Source: an optimization exercise on an open RTL-to-GDS flow (aim: small area and a short achievable clock period). Production flows keep margins and buffers that such runs may drop. RTL that was checked went through simulation tests only; none was proved equivalent to the original. Power and IR drop assume default switching activity.

## gshare_fetch_predictor
module gshare_fetch_predictor #(
    parameter int          HIST_BITS = 5,
    parameter logic [31:0] RESET_PC  = 32'h0000_0000
) (
    input  logic                 clk,
    input  logic                 Reset,
    input  logic                 PC_write,
    input  logic [31:0]          imem_inst,
    output logic [31:0]          pc_out,
    output logic [31:0]          IF_inst,
    output logic [31:0]          nextPC,
    output logic                 prediction,
    output logic [31:0]          branch_target,
    output logic [31:0]          updated_pc_IF,
    output logic [HIST_BITS-1:0] GHPT_index_IF,
    output logic [HIST_BITS-1:0] GHR_IF,
    output logic [HIST_BITS-1:0] G_BTB_index_IF,
    input  logic                 ex_valid,
    input  logic                 ex_taken,
    input  logic [31:0]          ex_target,
    input  logic [31:0]          ex_pc,
    input  logic [HIST_BITS-1:0] ex_GHPT_index,
    input  logic [HIST_BITS-1:0] ex_G_BTB_index,
    input  logic [HIST_BITS-1:0] ex_GHR,
    input  logic                 ex_mispredict,
    input  logic [31:0]          ex_correct_pc
);
    localparam int ENTRIES = 1 << HIST_BITS;
    localparam int TAG_LSB = HIST_BITS + 2;
    localparam int TAG_W   = 32 - TAG_LSB;
    logic [31:0]                     pc_q, pc_d;
    logic [HIST_BITS-1:0]            ghr_q, ghr_d;
    logic [ENTRIES-1:0][1:0]         pht_q;
    logic [ENTRIES-1:0]              btb_vld_q;
    logic [ENTRIES-1:0][TAG_W-1:0]   btb_tag_q;
    logic [ENTRIES-1:0][31:0]        btb_tgt_q;
    logic [31:2]                     npc_q, npc_d;
    logic [ENTRIES-1:0]              sel_d, sel_d2;    
    logic [ENTRIES-1:0]              sel_q;            
    logic                            hit_q, hit_d;
  ...
export LEC_CHECK = 0
export CAP_MARGIN = 10
export CORE_MARGIN = 2
export CORE_UTILIZATION = 40
export CTS_CLUSTER_DIAMETER = 80
export CTS_CLUSTER_SIZE = 24
export GPL_ROUTABILITY_DRIVEN = 0
export SETUP_SLACK_MARGIN = 3.0
export SLEW_MARGIN = 10
export SYNTH_HIERARCHICAL = 1
export TNS_END_PERCENT = 5
create_clock -name core_clock -period 6.5 [get_ports {clk}]
standard.sh (not shown) runs the stock make flow with config.mk's settings and CLKGATE_MAP_FILE= SYNTH_SCRIPT=/design/flow/synth_recipe.tcl, a recipe that flattens the netlist after the stock synthesis.
==> flow/flow/run.sh <==
#!/bin/bash
# Standard layout, with the port buffers made from buf_2 instead of the
# default delay-buffer cell. Each make step logs under orfs/logs; the make
# output as a whole goes to standard.log in the work folder.
set -euo pipefail
export BUFFER_PORTS_ARGS="-buffer_cell sky130_fd_sc_hd__buf_2"
bash standard.sh > standard.log 2>&1
Rerun with:
CAP_MARGIN = 20   (was 10)
CORE_UTILIZATION = 45   (was 40)
GPL_ROUTABILITY_DRIVEN = default   (was 0)
SLEW_MARGIN = 20   (was 10)
Outcome: Flip-flop and latch count stays the same; clock-buffer cell count grows by 10; utilization grows by 5.5 points; design area is about the same.
Rerun with:
SETUP_SLACK_MARGIN = 3.3   (was 3.0)
What happened: Worst hold slack is about the same; routed wire length rose by 5.3%; total power rises by 1.1%; synthesized cell count stays the same; core utilization went up by 1.3 points; synthesized area stays the same; cell count climbs by 0.90%; critical path depth decreases by 3.
Rerun with:
CAP_MARGIN = 0   (was 20)
CORE_UTILIZATION = 40   (was 45)
SETUP_SLACK_MARGIN = 3.0   (was 3.3)
SLEW_MARGIN = 0   (was 20)
Effect:
- The new run completed with no timing, DRC or antenna violations
- routed wire length falls by about 4.7%
- die area rises by about 12%
- cell count rises by 1.5%

* * *

== alpha ==
gshare_fetch_predictor, a different RTL version from the one above (not shown whole).
For scale: roughly 2100 flip-flops, about 0.078 mm² of cells after synthesis.
Settings: LEC_CHECK=0, CAP_MARGIN=20, CORE_MARGIN=2, CORE_UTILIZATION=40, CTS_CLUSTER_DIAMETER=80, CTS_CLUSTER_SIZE=24, SETUP_SLACK_MARGIN=3.0, SLEW_MARGIN=20, SYNTH_HIERARCHICAL=1; clock period 6.5 ns.
run.sh (not shown) runs the stock make flow with config.mk's settings and CLKGATE_MAP_FILE= SYNTH_SCRIPT=/design/flow/synth_recipe.tcl, a recipe that flattens the netlist after the stock synthesis.
Stock flow here: none of the scripts above is used.
[inputs] beta vs alpha
==> flow/flow/run.sh (new file) <==
#!/bin/bash
# Standard layout, with the port buffers made from buf_2 instead of the
# default delay-buffer cell. Each make step logs under orfs/logs; the make
# output as a whole goes to standard.log in the work folder.
set -euo pipefail
export BUFFER_PORTS_ARGS="-buffer_cell sky130_fd_sc_hd__buf_2"
bash standard.sh > standard.log 2>&1
==> flow/standard.sh (new file) <==
#!/bin/bash
# synth_recipe.tcl (not shown) runs the flow's synth.tcl, then flattens the netlist and writes it again
# the make line also repeats each setting of config.mk as NAME=value (left out here)
make -C /OpenROAD-flow-scripts/flow DESIGN_CONFIG=/design/flow/config.mk WORK_HOME=/design/flow/orfs CLKGATE_MAP_FILE= SYNTH_SCRIPT=/design/flow/synth_recipe.tcl "${@:-finish}"
removed: flow/run.sh
alpha ended up with more cell instances than beta did.
beta and alpha ended up with roughly the same switching power of the nets.
Maximum frequency ends up higher on beta.
beta against alpha: fill cell instance count of the final layout went up by 1.0%, share of power burned in combinational logic went down by 1.0 points, non-clock buffer count went down by 103.
Per the comparison of beta with alpha, met3 track utilization from global routing went down by 0.47 points, first-pass GRT wire length went down by about 1.6%.
Final clock period utilization by the worst path: beta < alpha
Compared with alpha, beta ends up with a smaller final cell area.
Cmp alpha and beta / sequential portion of the cell area / lower: alpha
No functional check of the RTL was part of any run of this note.

* * *

## lagoon
gshare_fetch_predictor with an RTL version that a note above also has.
Size: roughly 4700 cells after synthesis, about 2000 flip-flops, roughly 330 I/O pins, about 78000 sq um of cells after synthesis.
Settings: LEC_CHECK=0, CAP_MARGIN=10, CORE_MARGIN=2, CORE_UTILIZATION=40, CTS_CLUSTER_DIAMETER=80, CTS_CLUSTER_SIZE=24, SETUP_SLACK_MARGIN=3.0, SLEW_MARGIN=10, SYNTH_HIERARCHICAL=1, TNS_END_PERCENT=15; clock period 6.5 ns.
standard.sh (not shown) runs the stock make flow with config.mk's settings and CLKGATE_MAP_FILE= SYNTH_SCRIPT=/design/flow/synth_recipe.tcl, a recipe that flattens the netlist after the stock synthesis.
==> flow/flow/run.sh <==
#!/bin/bash
# Standard layout, with the port buffers made from buf_2 instead of the
# default delay-buffer cell. Each make step logs under orfs/logs; the make
# output as a whole goes to standard.log in the work folder.
set -euo pipefail
export BUFFER_PORTS_ARGS="-buffer_cell sky130_fd_sc_hd__buf_2"
bash standard.sh > standard.log 2>&1
In summary, lagoon completed successfully, with a layout that passed the timing, DRC and antenna checks.
Inputs modified between lagoon and xenon:
- TNS_END_PERCENT now 5, was 15
==> notes.md <==
- As far as post-layout minimum cycle time goes, xenon and lagoon are indistinguishable; the numbers are identical.
- Global routing usage on met2 came out exactly the same in lagoon and xenon.
- Diff xenon..lagoon | total wirelength of the detailed-routed design | negligible
- From xenon to lagoon, final-report hold violation count did not move at all.
- As far as met3 capacity usage during global routing goes, lagoon and xenon are indistinguishable; the numbers are identical.
- Diff lagoon..xenon | via count | unchanged
- Reported for lagoon and xenon, ratio of final minimum period to clock period turned out identical to the last digit.
- From lagoon to xenon, quantity of gates resized following cts did not move at all.
Edits applied to the flow inputs when going from xenon to zinc:
- a change of SLEW_MARGIN from 10 to 20
- a change of CAP_MARGIN from 10 to 20
Against xenon, hold slack in zinc came out worse.
Filler cell count in the final layout (higher): xenon
zinc against xenon; total power per unit cell area is down slightly.
From xenon to zinc the numbers moved as follows: utilization roughly the same; final period utilization comparable.

## what the ideal ports hide
No port has a modelled driver above. Below, the same layouts with a new extraction and two added sets of constraints.
Step 1, drivers: a clkbuf_16 drives clk and a buf_2 each remaining input, both assumed.
Step 2 adds t to the input delays and takes it off the output delays; t is the mean of the earliest and latest rising clock arrival at the registers after step 1. Input paths then give back, and output paths get back, about the clock's delay inside the block.
a / b / c = no drivers / after step 1 / after step 2; a / b = the first two.
| run | t (ns) | setup slack, ns | worst hold slack (ns) | latest minus earliest clock arrival (ns) | slew at the worst register clock pin (ns) |
|---|---|---|---|---|---|
| the first run of note 1 | 0.835 | 2.794 / 2.753 / 1.918 | 0.477 / 0.477 / 0.477 | 0.058 / 0.058 | 0.10 / 0.10 |
| the second run of note 1 | 0.835 | 2.702 / 2.668 / 1.833 | 0.474 / 0.474 / 0.474 | 0.035 / 0.035 | 0.10 / 0.10 |
| the third run of note 1 | 0.843 | 2.890 / 2.812 / 1.968 | 0.472 / 0.444 / 0.472 | 0.050 / 0.049 | 0.10 / 0.10 |
| the fourth run of note 1 | 0.830 | 2.778 / 2.758 / 1.928 | 0.477 / 0.477 / 0.477 | 0.053 / 0.053 | 0.10 / 0.10 |
| alpha | 0.873 | 2.377 / 2.425 / 1.552 | 0.476 / 0.476 / 0.476 | 0.080 / 0.081 | 0.11 / 0.11 |
| beta | 0.893 | 2.446 / 2.495 / 1.602 | 0.476 / 0.476 / 0.476 | 0.058 / 0.058 | 0.10 / 0.10 |
| lagoon | 0.835 | 2.794 / 2.753 / 1.918 | 0.477 / 0.477 / 0.477 | 0.058 / 0.058 | 0.10 / 0.10 |
| xenon | 0.835 | 2.794 / 2.753 / 1.918 | 0.477 / 0.477 / 0.477 | 0.058 / 0.058 | 0.10 / 0.10 |
| zinc | 0.838 | 2.801 / 2.756 / 1.982 | 0.474 / 0.474 / 0.474 | 0.050 / 0.051 | 0.10 / 0.10 |
After both steps every run listed still meets setup and hold. For the third run of note 1, which loses most, drivers alone change the setup slack by -0.078 ns; drivers and shift together by -0.922 ns.
